Source: an optimization exercise on an open RTL-to-GDS flow (aim: small area, a short achievable clock period and few clock cycles per item). Production flows keep margins and buffers that such runs may drop. Only simulation tests tie the RTL to the original design; equivalence was not proved. No activity file was given, so power comes from the tool's default toggle rates.

==> run P: inputs <==
==> flow/design.v <==
`default_nettype none
package zopc_pkg;
	localparam int PHASE_POINTS_DEF = 30;
	localparam int SMP_W = 18;
	localparam int SUM_W = 24;
	localparam int ANG_W = 16;
	localparam int XY_W = 27;
	localparam int Z_W = 18;
	localparam int ITERS = 15;
	localparam int IT_W = 4;
	localparam int PROD_W = XY_W + 17;
	localparam logic [15:0] INV_GAIN = 16'd39797;
	typedef struct packed {
		logic take;
		logic vec_load;
		logic step;
		logic rd;
		logic rot_load;
		logic mul;
		logic emit;
	} zopc_cmd_t;
	typedef struct packed {
		logic phase_ready;
		logic go_vec;
		logic sum_zero;
		logic iter_last;
		logic out_free;
		logic more;
	} zopc_stat_t;
endpackage
`default_nettype wire
`default_nettype none
module zero_order_phase_correct (
	input wire logic clk,
	input wire logic arst_n,
	input wire logic sample_valid,
	output logic sample_ready,
	input wire logic signed [17:0] sample_real,
	input wire logic signed [17:0] sample_imag,
	input wire logic last_sample,
	output logic result_valid,
	input wire logic result_ready,
	output logic signed [17:0] rotated_real,
	output logic signed [17:0] rotated_imag,
	output logic last_out
);
	localparam int N = 47;            
	localparam int CW = 6;            
	localparam int XW = 24;           
	localparam int VW = 26;           
	localparam int NS = 15;           
	localparam int PW = 17;           
	function automatic logic [15:0] atan_v(input logic [3:0] i);
		case (i)
			4'd0: atan_v = 16'd8192;
			4'd1: atan_v = 16'd4836;
			4'd2: atan_v = 16'd2555;
			4'd3: atan_v = 16'd1297;
			4'd4: atan_v = 16'd651;
			4'd5: atan_v = 16'd326;
			4'd6: atan_v = 16'd163;
			4'd7: atan_v = 16'd81;
			4'd8: atan_v = 16'd41;
			4'd9: atan_v = 16'd20;
			4'd10: atan_v = 16'd10;
			4'd11: atan_v = 16'd5;
			4'd12: atan_v = 16'd3;
			4'd13: atan_v = 16'd1;
			4'd14: atan_v = 16'd1;
			default: atan_v = 16'd0;
		endcase
	endfunction
	function automatic logic signed [23:0] sat_add(input logic signed [23:0] a,
			input logic signed [17:0] b);
		logic signed [24:0] s;
		s = {a[23], a} + {{7{b[17]}}, b};
		if (s[24] != s[23]) sat_add = s[24] ? 24'sh800000 : 24'sh7FFFFF;
		else sat_add = s[23:0];
	endfunction
	logic [36:0] rg [N];      
	logic        rgv [N];
	logic [36:0] wd;          
	logic        wv;
	logic        ready_q;     
	logic        ins;         
	logic        issue;       
	logic [CW-1:0] cnt;       
	logic [CW-1:0] ahead;     
	logic        ins_q;       
	assign ins = sample_valid & ready_q;
	assign sample_ready = ready_q;
	always_ff @(posedge clk) begin
		rg[0] <= wv ? wd : {last_sample, sample_imag, sample_real};
		for (int k = 1; k < N; k++) rg[k] <= rg[k-1];
		wd <= rg[N-1];
	end
	always_ff @(posedge clk or negedge arst_n) begin
		if (!arst_n) begin
			for (int k = 0; k < N; k++) rgv[k] <= 1'b0;
			wv <= 1'b0;
			cnt <= '0;
			ahead <= '0;
			ins_q <= 1'b0;
		end else begin
			rgv[0] <= wv | ins;
			for (int k = 1; k < N; k++) rgv[k] <= rgv[k-1];
			wv <= rgv[N-1] & ~issue;
			cnt <= cnt + CW'(ins) - CW'(issue);
			ins_q <= ins;
			if (rgv[N-1] & ~issue) begin
				if (ahead == '0) ahead <= cnt + CW'(ins) - CW'(1);
				else ahead <= ahead - CW'(1);
			end
		end
	end
	logic [4:0] hcnt;             
	logic signed [23:0] sum_re, sum_im;
	logic signed [23:0] s_re, s_im;
	logic in_head, hd;
	logic [4:0] hcnt_nx;
	assign in_head = (hcnt != 5'd30);
	assign hd = ins_q & in_head & ((hcnt == 5'd29) | rg[0][36]);
	assign s_re = sat_add((hcnt == 5'd0) ? 24'sd0 : sum_re, rg[0][17:0]);
	assign s_im = sat_add((hcnt == 5'd0) ? 24'sd0 : sum_im, rg[0][35:18]);
	assign hcnt_nx = !ins_q ? hcnt : rg[0][36] ? 5'd0 : in_head ? hcnt + 5'd1 : hcnt;
	always_ff @(posedge clk) begin
		if (ins_q & in_head) begin
			sum_re <= s_re;
			sum_im <= s_im;
		end
	end
	logic hd_q;
	logic [47:0] sq0;             
	logic sqv;
	logic vbusy, vzero, vhold;
	logic [NS-1:0] vsel;          
	logic signed [VW-1:0] vx, vy, vxs, vys;
	logic [15:0] vz, vat, vz_nx;
	logic vcw, vload, vdone;
	logic [47:0] vsrc;
	logic signed [23:0] l_re, l_im;
	logic [PW-1:0] pf0;           
	logic pfv;
	logic pf_pop;
	logic sq_push, sq_pop;
	logic [PW-1:0] der;
	assign sq_push = hd_q & (sqv | vbusy);
	assign sq_pop = vload & sqv;
	assign vload = ~vbusy & (sqv | hd_q);
	assign vsrc = sqv ? sq0 : {sum_im, sum_re};
	assign l_re = vsrc[23:0];
	assign l_im = vsrc[47:24];
	assign vcw = ~vy[VW-1] & (vy != '0);
	always_comb begin
		logic signed [VW-1:0] tx, ty;
		vxs = '0;
		vys = '0;
		vat = '0;
		for (int k = 0; k < NS; k++) begin
			tx = vx >>> k;
			ty = vy >>> k;
			vxs = vxs | (tx & {VW{vsel[k]}});
			vys = vys | (ty & {VW{vsel[k]}});
			vat = vat | (atan_v(4'(k)) & {16{vsel[k]}});
		end
	end
	logic [15:0] vz_p, vz_m;
	logic fl_p, fl_m;
	assign vz_p = vz + vat;
	assign vz_m = vz - vat;
	assign fl_p = (vz_p[15] != vz_p[14]) & (vz_p != 16'h4000);
	assign fl_m = (vz_m[15] != vz_m[14]) & (vz_m != 16'h4000);
	assign vz_nx = vcw ? vz_m : vz_p;
	assign vhold = vsel[NS-1] & pfv;      
	assign vdone = vbusy & vsel[NS-1] & ~pfv;
	assign der = vzero ? 17'd0 : vcw ? {fl_m, vz_m} : {fl_p, vz_p};
	always_ff @(posedge clk) begin
		if (vload) begin
			if (l_re[23]) begin
				vx <= -$signed({{(VW-24){l_re[23]}}, l_re});
				vy <= -$signed({{(VW-24){l_im[23]}}, l_im});
				vz <= 16'd32768;    
			end else begin
				vx <= {{(VW-24){l_re[23]}}, l_re};
				vy <= {{(VW-24){l_im[23]}}, l_im};
				vz <= 16'd0;
			end
			vzero <= (l_re == '0) & (l_im == '0);
		end else if (vbusy & ~vhold) begin
			vx <= vx + (vys ^ {VW{~vcw}}) + {{(VW-1){1'b0}}, ~vcw};
			vy <= vy + (vxs ^ {VW{vcw}}) + {{(VW-1){1'b0}}, vcw};
			vz <= vz_nx;
		end
		if (sq_push) sq0 <= {sum_im, sum_re};
		if (vdone) pf0 <= der;
	end
	always_ff @(posedge clk or negedge arst_n) begin
		if (!arst_n) begin
			hcnt <= 5'd0;
			hd_q <= 1'b0;
			sqv <= 1'b0;
			vbusy <= 1'b0;
			vsel <= '0;
			pfv <= 1'b0;
		end else begin
			hcnt <= hcnt_nx;
			hd_q <= hd;
			if (sq_push) sqv <= 1'b1;
			else if (sq_pop) sqv <= 1'b0;
			if (vload) begin
				vbusy <= 1'b1;
				vsel <= {{(NS-1){1'b0}}, 1'b1};
			end else if (vdone) begin
				vbusy <= 1'b0;
			end else if (vbusy & ~vhold) begin
				vsel <= {vsel[NS-2:0], 1'b0};
			end
			if (vdone) pfv <= 1'b1;
			else if (pf_pop) pfv <= 1'b0;
		end
	end
	logic adv;                    
	logic prev_last;              
	logic wact;                   
	logic [3:0] wk;
	logic signed [16:0] zc;
	logic [NS-1:0] dir;
	logic flipreg;
	logic first_iss;
	logic issue_ok;
	logic [15:0] w_a;             
	logic p_fl, p_d0, p_d1;
	logic signed [16:0] p_z0, p_z1, p_z2;
	always_comb begin
		p_fl = pf0[16];
		p_z0 = p_fl ? {pf0[14], pf0[14], pf0[14:0]} : {pf0[15], pf0[15:0]};
		p_d0 = ~p_z0[16];
		p_z1 = p_d0 ? p_z0 - 17'sd8192 : p_z0 + 17'sd8192;
		p_d1 = ~p_z1[16];
		p_z2 = p_d1 ? p_z1 - 17'sd4836 : p_z1 + 17'sd4836;
	end
	assign first_iss = prev_last;
	assign issue_ok = ~first_iss | (pfv & ~wact);
	assign issue = rgv[N-1] & (ahead == '0) & adv & issue_ok;
	assign pf_pop = issue & first_iss;
	always_ff @(posedge clk) begin
		if (pf_pop) begin
			flipreg <= p_fl;
			dir[0] <= p_d0;
			dir[1] <= p_d1;
			zc <= p_z2;
			w_a <= atan_v(4'd2);
		end else if (adv & wact) begin
			for (int k = 2; k < NS; k++)
				if (wk == 4'(k)) dir[k] <= ~zc[16];
			zc <= zc[16] ? zc + $signed({1'b0, w_a}) : zc - $signed({1'b0, w_a});
			w_a <= atan_v(wk + 4'd1);
		end
	end
	always_ff @(posedge clk or negedge arst_n) begin
		if (!arst_n) begin
			prev_last <= 1'b1;
			wact <= 1'b0;
			wk <= 4'd0;
		end else begin
			if (issue) prev_last <= rg[N-1][36];
			if (pf_pop) begin
				wact <= 1'b1;
				wk <= 4'd2;
			end else if (adv & wact) begin
				wk <= wk + 4'd1;
				if (wk == 4'(NS - 1)) wact <= 1'b0;
			end
		end
	end
	logic signed [XW-1:0] px [1:NS];
	logic signed [XW-1:0] py [1:NS];
	logic pv [1:NS];
	logic pl [1:NS];
	logic f0, d0u;
	logic signed [19:0] o_re, o_im, s0x, s0y;
	logic ax, bx, ay, by;
	assign f0 = first_iss ? p_fl : flipreg;
	assign d0u = first_iss ? p_d0 : dir[0];
	assign o_re = {{2{rg[N-1][17]}}, rg[N-1][17:0]};
	assign o_im = {{2{rg[N-1][35]}}, rg[N-1][35:18]};
	assign ax = f0;                  
	assign bx = f0 ^ d0u;
	assign ay = f0;
	assign by = f0 ^ ~d0u;
	assign s0x = (o_re ^ {20{ax}}) + (o_im ^ {20{bx}}) + {18'd0, ax & bx, ax ^ bx};
	assign s0y = (o_im ^ {20{ay}}) + (o_re ^ {20{by}}) + {18'd0, ay & by, ay ^ by};
	always_ff @(posedge clk) begin
		if (adv) begin
			px[1] <= {s0x, 4'b0000};
			py[1] <= {s0y, 4'b0000};
			pl[1] <= rg[N-1][36];
		end
	end
	for (genvar g = 1; g < NS; g++) begin : g_stage
		logic signed [XW-1:0] xs, ys, xn, yn;
		logic d;
		assign d = dir[g];
		assign xs = px[g] >>> g;
		assign ys = py[g] >>> g;
		assign xn = px[g] + (ys ^ {XW{d}}) + {{(XW-1){1'b0}}, d};
		assign yn = py[g] + (xs ^ {XW{~d}}) + {{(XW-1){1'b0}}, ~d};
		always_ff @(posedge clk) begin
			if (adv) begin
				px[g+1] <= xn;
				py[g+1] <= yn;
				pl[g+1] <= pl[g];
			end
		end
	end
	logic signed [39:0] ma_x, mb_x, ma_y, mb_y;
	logic mv, ml;
	logic signed [39:0] gx, gy;
	assign gx = {{16{px[NS][XW-1]}}, px[NS]};
	assign gy = {{16{py[NS][XW-1]}}, py[NS]};
	always_ff @(posedge clk) begin
		if (adv) begin
			ma_x <= (gx <<< 15) + (gx <<< 13) - (gx <<< 10) - (gx <<< 7);
			mb_x <= (gx <<< 2) + gx - (gx <<< 4) + 40'sd524288;
			ma_y <= (gy <<< 15) + (gy <<< 13) - (gy <<< 10) - (gy <<< 7);
			mb_y <= (gy <<< 2) + gy - (gy <<< 4) + 40'sd524288;
			ml <= pl[NS];
		end
	end
	always_ff @(posedge clk or negedge arst_n) begin
		if (!arst_n) begin
			for (int k = 1; k <= NS; k++) pv[k] <= 1'b0;
			mv <= 1'b0;
		end else if (adv) begin
			pv[1] <= issue;
			for (int k = 1; k < NS; k++) pv[k+1] <= pv[k];
			mv <= pv[NS];
		end
	end
	function automatic logic [17:0] clip20(input logic signed [39:0] p);
		logic [19:0] r;
		r = p[39:20];
		if (r[19:17] == 3'b000 || r[19:17] == 3'b111) clip20 = r[17:0];
		else clip20 = r[19] ? 18'h20000 : 18'h1FFFF;
	endfunction
	logic [36:0] ob;
	logic rv_q;
	assign adv = ~rv_q | result_ready;
	always_ff @(posedge clk) begin
		if (adv) ob <= {ml, clip20(ma_y + mb_y), clip20(ma_x + mb_x)};
	end
	always_ff @(posedge clk or negedge arst_n) begin
		if (!arst_n) rv_q <= 1'b0;
		else if (adv) rv_q <= mv;
	end
	assign result_valid = rv_q;
	assign rotated_real = ob[17:0];
	assign rotated_imag = ob[35:18];
	assign last_out = ob[36];
	logic liwl;                   
	logic [3:0] sf;               
	logic [3:0] sf_i, sf_l, sf_nx;
	logic [2:0] obs;
	logic ih, ok_n, ok_l, ok_c, ready_d;
	assign sf_i = (sf == 4'd15) ? 4'd15 : sf + 4'd1;
	assign sf_l = liwl ? 4'd1 : sf_i;
	assign obs = {2'b00, vbusy & ~vdone} + {2'b00, sqv} + {2'b00, hd_q} + {2'b00, hd};
	assign ih = (hcnt_nx != 5'd30);    
	assign ok_n = (obs + {2'b00, ih} <= 3'd2) & ~(liwl & (sf_i < 4'(NS - 1)));
	assign ok_l = (obs + {2'b00, ih} + 3'd1 <= 3'd2) & ~(sf_l < 4'(NS - 1));
	assign ok_c = (obs + {2'b00, ih} <= 3'd2);
	assign sf_nx = (ins & liwl) ? 4'd1 : sf_i;
	assign ready_d = ~(rgv[N-1] & ~issue) & (ahead == '0)
		& (ins ? (last_sample ? ok_l : ok_c) : ok_n);
	always_ff @(posedge clk or negedge arst_n) begin
		if (!arst_n) begin
			liwl <= 1'b1;
			sf <= 4'd15;
			ready_q <= 1'b0;
		end else begin
			if (ins) liwl <= last_sample;
			sf <= sf_nx;
			ready_q <= ready_d;
		end
	end
endmodule
`default_nettype wire
==> flow/run.sh <==
#!/bin/bash
# synth_recipe.tcl (not shown) runs the flow's synth.tcl, then flattens the netlist and writes it again
# the make line also repeats each setting of config.mk as NAME=value (left out here)
make -C /OpenROAD-flow-scripts/flow DESIGN_CONFIG=/design/flow/config.mk WORK_HOME=/design/flow/orfs CLKGATE_MAP_FILE= SYNTH_SCRIPT=/design/flow/synth_recipe.tcl finish
==> flow/config.mk <==
export PLATFORM = sky130hd
export DESIGN_NAME = zero_order_phase_correct
export DESIGN_NICKNAME = zero_order_phase_correct
export VERILOG_FILES = /design/flow/design.v
export SDC_FILE = /design/flow/constraint.sdc
export NUM_CORES = 4
export LEC_CHECK = 0
export CAP_MARGIN = 20
export CORE_MARGIN = 2
export CORE_UTILIZATION = 55
export CTS_BUF_LIST = sky130_fd_sc_hd__clkbuf_8
export CTS_CLUSTER_DIAMETER = 50
export CTS_CLUSTER_SIZE = 16
export SETUP_SLACK_MARGIN = 5
export SLEW_MARGIN = 20
==> flow/constraint.sdc <==
create_clock -name core_clock -period 10.0 [get_ports {clk}]
set_input_delay 2.0000 -clock core_clock [delete_from_list [all_inputs] [get_ports {clk}]]
set_output_delay 2.0000 -clock core_clock [all_outputs]
set_load 0.01 [all_outputs]
==> run Y (differences from run P) <==
==> flow/design.v, changed modules only <==
module zero_order_phase_correct (
	input wire logic clk,
	input wire logic arst_n,
	input wire logic sample_valid,
	output logic sample_ready,
	input wire logic signed [17:0] sample_real,
	input wire logic signed [17:0] sample_imag,
	input wire logic last_sample,
	output logic result_valid,
	input wire logic result_ready,
	output logic signed [17:0] rotated_real,
	output logic signed [17:0] rotated_imag,
	output logic last_out
);
	localparam int N = 48;            
	localparam int CW = 6;            
	localparam int XW = 24;           
	localparam int VW = 26;           
	localparam int NS = 15;           
	localparam int PW = 20;           
	function automatic logic [15:0] atan_v(input logic [3:0] i);
		case (i)
			4'd0: atan_v = 16'd8192;
			4'd1: atan_v = 16'd4836;
			4'd2: atan_v = 16'd2555;
			4'd3: atan_v = 16'd1297;
			4'd4: atan_v = 16'd651;
			4'd5: atan_v = 16'd326;
			4'd6: atan_v = 16'd163;
			4'd7: atan_v = 16'd81;
			4'd8: atan_v = 16'd41;
			4'd9: atan_v = 16'd20;
			4'd10: atan_v = 16'd10;
			4'd11: atan_v = 16'd5;
			4'd12: atan_v = 16'd3;
			4'd13: atan_v = 16'd1;
			4'd14: atan_v = 16'd1;
			default: atan_v = 16'd0;
		endcase
	endfunction
	function automatic logic signed [23:0] sat_add(input logic signed [23:0] a,
			input logic signed [17:0] b);
		logic signed [24:0] s;
		s = {a[23], a} + {{7{b[17]}}, b};
		if (s[24] != s[23]) sat_add = s[24] ? 24'sh800000 : 24'sh7FFFFF;
		else sat_add = s[23:0];
	endfunction
	logic [36:0] rg [N];      
	logic        rgv [N];
	logic [36:0] wd;          
	logic        wv;
	logic        ready_q;     
	logic        ins;         
	logic        issue;       
	logic [CW-1:0] cnt;       
	logic [CW-1:0] ahead;     
	logic        ins_q;       
	assign ins = sample_valid & ready_q;
	assign sample_ready = ready_q;
	always_ff @(posedge clk) begin
		rg[0] <= wv ? wd : {last_sample, sample_imag, sample_real};
		for (int k = 1; k < N; k++) rg[k] <= rg[k-1];
		wd <= rg[N-1];
	end
	always_ff @(posedge clk or negedge arst_n) begin
		if (!arst_n) begin
			for (int k = 0; k < N; k++) rgv[k] <= 1'b0;
			wv <= 1'b0;
			cnt <= '0;
			ahead <= '0;
			ins_q <= 1'b0;
		end else begin
			rgv[0] <= wv | ins;
			for (int k = 1; k < N; k++) rgv[k] <= rgv[k-1];
			wv <= rgv[N-1] & ~issue;
			cnt <= cnt + CW'(ins) - CW'(issue);
			ins_q <= ins;
			if (rgv[N-1] & ~issue) begin
				if (ahead == '0) ahead <= cnt + CW'(ins) - CW'(1);
				else ahead <= ahead - CW'(1);
			end
		end
	end
	logic [4:0] hcnt;             
	logic signed [23:0] sum_re, sum_im;
	logic signed [23:0] s_re, s_im;
	logic in_head, hd;
	logic [4:0] hcnt_nx;
	assign in_head = (hcnt != 5'd30);
	assign hd = ins_q & in_head & ((hcnt == 5'd29) | rg[0][36]);
	assign s_re = sat_add((hcnt == 5'd0) ? 24'sd0 : sum_re, rg[0][17:0]);
	assign s_im = sat_add((hcnt == 5'd0) ? 24'sd0 : sum_im, rg[0][35:18]);
	assign hcnt_nx = !ins_q ? hcnt : rg[0][36] ? 5'd0 : in_head ? hcnt + 5'd1 : hcnt;
	always_ff @(posedge clk) begin
		if (ins_q & in_head) begin
			sum_re <= s_re;
			sum_im <= s_im;
		end
	end
	logic hd_q;
	logic [47:0] sq0;             
	logic sqv;
	logic vbusy, vder, vzero;
	logic [NS-1:0] vsel;          
	logic signed [VW-1:0] vx, vy, vxs, vys;
	logic [15:0] vz, vat, vz_nx;
	logic vcw, vload, vdone;
	logic [47:0] vsrc;
	logic signed [23:0] l_re, l_im;
	logic [PW-1:0] pf0;           
	logic pfv;
	logic pf_pop;
	logic sq_push, sq_pop;
	logic [PW-1:0] der;
	assign sq_push = hd_q & (sqv | vbusy);
	assign sq_pop = vload & sqv;
	assign vload = ~vbusy & (sqv | hd_q);
	assign vsrc = sqv ? sq0 : {sum_im, sum_re};
	assign l_re = vsrc[23:0];
	assign l_im = vsrc[47:24];
	assign vcw = ~vy[VW-1] & (vy != '0);
	always_comb begin
		logic signed [VW-1:0] tx, ty;
		vxs = '0;
		vys = '0;
		vat = '0;
		for (int k = 0; k < NS; k++) begin
			tx = vx >>> k;
			ty = vy >>> k;
			vxs = vxs | (tx & {VW{vsel[k]}});
			vys = vys | (ty & {VW{vsel[k]}});
			vat = vat | (atan_v(4'(k)) & {16{vsel[k]}});
		end
	end
	assign vz_nx = vcw ? vz - vat : vz + vat;    
	assign vdone = vbusy & vder & ~pfv;
	always_comb begin
		logic [15:0] n;
		logic signed [16:0] z0, z1, z2;
		logic fl, d0, d1;
		n = vzero ? 16'd0 : vz;      
		fl = (n[15] != n[14]) & (n != 16'h4000);
		z0 = fl ? {n[14], n[14], n[14:0]} : {n[15], n};
		d0 = ~z0[16];
		z1 = d0 ? z0 - 17'sd8192 : z0 + 17'sd8192;
		d1 = ~z1[16];
		z2 = d1 ? z1 - 17'sd4836 : z1 + 17'sd4836;
		der = {fl, d0, d1, z2};
	end
	always_ff @(posedge clk) begin
		if (vload) begin
			if (l_re[23]) begin
				vx <= -$signed({{(VW-24){l_re[23]}}, l_re});
				vy <= -$signed({{(VW-24){l_im[23]}}, l_im});
				vz <= 16'd32768;    
			end else begin
				vx <= {{(VW-24){l_re[23]}}, l_re};
				vy <= {{(VW-24){l_im[23]}}, l_im};
				vz <= 16'd0;
			end
			vzero <= (l_re == '0) & (l_im == '0);
		end else if (vbusy & ~vder) begin
			vx <= vx + (vys ^ {VW{~vcw}}) + {{(VW-1){1'b0}}, ~vcw};
			vy <= vy + (vxs ^ {VW{vcw}}) + {{(VW-1){1'b0}}, vcw};
			vz <= vz_nx;
		end
		if (sq_push) sq0 <= {sum_im, sum_re};
		if (vdone) pf0 <= der;
	end
	always_ff @(posedge clk or negedge arst_n) begin
		if (!arst_n) begin
			hcnt <= 5'd0;
			hd_q <= 1'b0;
			sqv <= 1'b0;
			vbusy <= 1'b0;
			vder <= 1'b0;
			vsel <= '0;
			pfv <= 1'b0;
		end else begin
			hcnt <= hcnt_nx;
			hd_q <= hd;
			if (sq_push) sqv <= 1'b1;
			else if (sq_pop) sqv <= 1'b0;
			if (vload) begin
				vbusy <= 1'b1;
				vder <= 1'b0;
				vsel <= {{(NS-1){1'b0}}, 1'b1};
			end else if (vdone) begin
				vbusy <= 1'b0;
				vder <= 1'b0;
			end else if (vbusy & ~vder) begin
				vsel <= {vsel[NS-2:0], 1'b0};
				if (vsel[NS-1]) vder <= 1'b1;
			end
			if (vdone) pfv <= 1'b1;
			else if (pf_pop) pfv <= 1'b0;
		end
	end
	logic adv;                    
	logic prev_last;              
	logic wact;                   
	logic [3:0] wk;
	logic signed [16:0] zc;
	logic [NS-1:0] dir;
	logic flipreg;
	logic first_iss;
	logic issue_ok;
	logic [15:0] w_a;             
	assign first_iss = prev_last;
	assign issue_ok = ~first_iss | (pfv & ~wact);
	assign issue = rgv[N-1] & (ahead == '0) & adv & issue_ok;
	assign pf_pop = issue & first_iss;
	always_ff @(posedge clk) begin
		if (pf_pop) begin
			flipreg <= pf0[19];
			dir[0] <= pf0[18];
			dir[1] <= pf0[17];
			zc <= pf0[16:0];
			w_a <= atan_v(4'd2);
		end else if (adv & wact) begin
			for (int k = 2; k < NS; k++)
				if (wk == 4'(k)) dir[k] <= ~zc[16];
			zc <= zc[16] ? zc + $signed({1'b0, w_a}) : zc - $signed({1'b0, w_a});
			w_a <= atan_v(wk + 4'd1);
		end
	end
	always_ff @(posedge clk or negedge arst_n) begin
		if (!arst_n) begin
			prev_last <= 1'b1;
			wact <= 1'b0;
			wk <= 4'd0;
		end else begin
			if (issue) prev_last <= rg[N-1][36];
			if (pf_pop) begin
				wact <= 1'b1;
				wk <= 4'd2;
			end else if (adv & wact) begin
				wk <= wk + 4'd1;
				if (wk == 4'(NS - 1)) wact <= 1'b0;
			end
		end
	end
	logic signed [XW-1:0] px [1:NS];
	logic signed [XW-1:0] py [1:NS];
	logic pv [1:NS];
	logic pl [1:NS];
	logic f0, d0u;
	logic signed [19:0] o_re, o_im, s0x, s0y;
	logic ax, bx, ay, by;
	assign f0 = first_iss ? pf0[19] : flipreg;
	assign d0u = first_iss ? pf0[18] : dir[0];
	assign o_re = {{2{rg[N-1][17]}}, rg[N-1][17:0]};
	assign o_im = {{2{rg[N-1][35]}}, rg[N-1][35:18]};
	assign ax = f0;                  
	assign bx = f0 ^ d0u;
	assign ay = f0;
	assign by = f0 ^ ~d0u;
	assign s0x = (o_re ^ {20{ax}}) + (o_im ^ {20{bx}}) + {18'd0, ax & bx, ax ^ bx};
	assign s0y = (o_im ^ {20{ay}}) + (o_re ^ {20{by}}) + {18'd0, ay & by, ay ^ by};
	always_ff @(posedge clk) begin
		if (adv) begin
			px[1] <= {s0x, 4'b0000};
			py[1] <= {s0y, 4'b0000};
			pl[1] <= rg[N-1][36];
		end
	end
	for (genvar g = 1; g < NS; g++) begin : g_stage
		logic signed [XW-1:0] xs, ys, xn, yn;
		logic d;
		assign d = dir[g];
		assign xs = px[g] >>> g;
		assign ys = py[g] >>> g;
		assign xn = px[g] + (ys ^ {XW{d}}) + {{(XW-1){1'b0}}, d};
		assign yn = py[g] + (xs ^ {XW{~d}}) + {{(XW-1){1'b0}}, ~d};
		always_ff @(posedge clk) begin
			if (adv) begin
				px[g+1] <= xn;
				py[g+1] <= yn;
				pl[g+1] <= pl[g];
			end
		end
	end
	logic signed [39:0] ma_x, mb_x, ma_y, mb_y;
	logic mv, ml;
	logic signed [39:0] gx, gy;
	assign gx = {{16{px[NS][XW-1]}}, px[NS]};
	assign gy = {{16{py[NS][XW-1]}}, py[NS]};
	always_ff @(posedge clk) begin
		if (adv) begin
			ma_x <= (gx <<< 15) + (gx <<< 13) - (gx <<< 10) - (gx <<< 7);
			mb_x <= (gx <<< 2) + gx - (gx <<< 4) + 40'sd524288;
			ma_y <= (gy <<< 15) + (gy <<< 13) - (gy <<< 10) - (gy <<< 7);
			mb_y <= (gy <<< 2) + gy - (gy <<< 4) + 40'sd524288;
			ml <= pl[NS];
		end
	end
	always_ff @(posedge clk or negedge arst_n) begin
		if (!arst_n) begin
			for (int k = 1; k <= NS; k++) pv[k] <= 1'b0;
			mv <= 1'b0;
		end else if (adv) begin
			pv[1] <= issue;
			for (int k = 1; k < NS; k++) pv[k+1] <= pv[k];
			mv <= pv[NS];
		end
	end
	function automatic logic [17:0] clip20(input logic signed [39:0] p);
		logic [19:0] r;
		r = p[39:20];
		if (r[19:17] == 3'b000 || r[19:17] == 3'b111) clip20 = r[17:0];
		else clip20 = r[19] ? 18'h20000 : 18'h1FFFF;
	endfunction
	logic [36:0] ob;
	logic rv_q;
	assign adv = ~rv_q | result_ready;
	always_ff @(posedge clk) begin
		if (adv) ob <= {ml, clip20(ma_y + mb_y), clip20(ma_x + mb_x)};
	end
	always_ff @(posedge clk or negedge arst_n) begin
		if (!arst_n) rv_q <= 1'b0;
		else if (adv) rv_q <= mv;
	end
	assign result_valid = rv_q;
	assign rotated_real = ob[17:0];
	assign rotated_imag = ob[35:18];
	assign last_out = ob[36];
	logic liwl;                   
	logic [3:0] sf;               
	logic first_next, first_now;
	logic [3:0] sf_nx;
	logic [2:0] occ_nx;
	logic hd_pin, next_head;
	logic [4:0] hcnt_pin;
	logic ready_d;
	assign first_now = liwl;
	assign first_next = ins ? last_sample : liwl;
	assign sf_nx = (ins & first_now) ? 4'd1 : (sf == 4'd15) ? 4'd15 : sf + 4'd1;
	assign hd_pin = ins & (hcnt_nx != 5'd30) & (last_sample | (hcnt_nx == 5'd29));
	assign hcnt_pin = !ins ? hcnt_nx : last_sample ? 5'd0 : (hcnt_nx != 5'd30) ? hcnt_nx + 5'd1 : hcnt_nx;
	assign next_head = (hcnt_pin != 5'd30);
	assign occ_nx = {2'b00, vbusy & ~vdone} + {2'b00, sqv} + 3'(hd_q) + 3'(hd) + 3'(hd_pin) + 3'(next_head);
	assign ready_d = ~(rgv[N-1] & ~issue) & (ahead == '0)
		& (occ_nx <= 3'd2)
		& ~(first_next & (sf_nx < 4'(NS - 1)));
	always_ff @(posedge clk or negedge arst_n) begin
		if (!arst_n) begin
			liwl <= 1'b1;
			sf <= 4'd15;
			ready_q <= 1'b0;
		end else begin
			if (ins) liwl <= last_sample;
			sf <= sf_nx;
			ready_q <= ready_d;
		end
	end
endmodule
==> flow/flow/run.sh (new file) <==
#!/bin/bash
set -uo pipefail
bash standard.sh SETUP_SLACK_MARGIN=6 finish > standard_flow.log 2>&1
==> flow/standard.sh (new file) <==
#!/bin/bash
# synth_recipe.tcl (not shown) runs the flow's synth.tcl, then flattens the netlist and writes it again
# the make line also repeats each setting of config.mk as NAME=value (left out here)
make -C /OpenROAD-flow-scripts/flow DESIGN_CONFIG=/design/flow/config.mk WORK_HOME=/design/flow/orfs CLKGATE_MAP_FILE= SYNTH_SCRIPT=/design/flow/synth_recipe.tcl "${@:-finish}"
- CORE_UTILIZATION: 55 -> 40
- SETUP_SLACK_MARGIN: 5 -> not set
removed: flow/run.sh
==> comparison table <==
	run Y	run P
Non-Clock Buffer Count	927	245
Total CTS buffers	320	314
Non-Filler Instances	16940	15260
Clock network power	8.29 mW	8.00 mW
Layout cell share with drive strength beyond 1	18.30%	7.330%
Share of power burned in registers	35.3%	38.0%
Detailed route wirelength on metal3	15.94 mm	14.52 mm
Core Box Area	330800 sq um	242800 sq um
GRT met1 Usage	21.10%	31.07%
Cell count after placement	15600	14670
Sequential share of cell area	45.45%	48.67%
Multi-input gate share of total cell area	40.03%	41.47%
Number of global-route vias before repair	89230	84790
Outcome	finished clean	finished clean
Net switching power	15.87 mW	15.44 mW
Clock skew	100.1 ps	152.6 ps
Testbench counts of run P, summed over its fixed seeds: cycles 13,096, items 12,447.
Testbench counts of run Y, summed over its fixed seeds: cycles 13,108, items 12,447.

==> separate check: timing with driven ports <==
No port has a modelled driver above. Below, the same layouts with a new extraction and two added sets of constraints. Step 1 assumes that a clkbuf_16 drives the clock port and a buf_2 every other input. Step 2 times the ports against the registers' clock, not the clock port: input delays grow and output delays shrink by t, the midpoint of the rising clock arrivals with the driver on. a / b / c = ideal / step 1 / step 2; a / b = the first two.
run	t, ns	setup WS [ns]	hold WS [ns]	worst register clock-pin slew, ns	pins driven straight from the clock port
run P	1.143	5.068 / 5.068 / 4.263	0.255 / 0.255 / 0.255	0.10 / 0.10	1
run Y	1.175	5.305 / 5.305 / 4.730	0.294 / 0.294 / 0.294	0.10 / 0.10	1
After both steps setup and hold are still met in every run listed. The setup slack of run P, which loses most, moves by 0.000 ns with the drivers and by -0.805 ns with both steps.
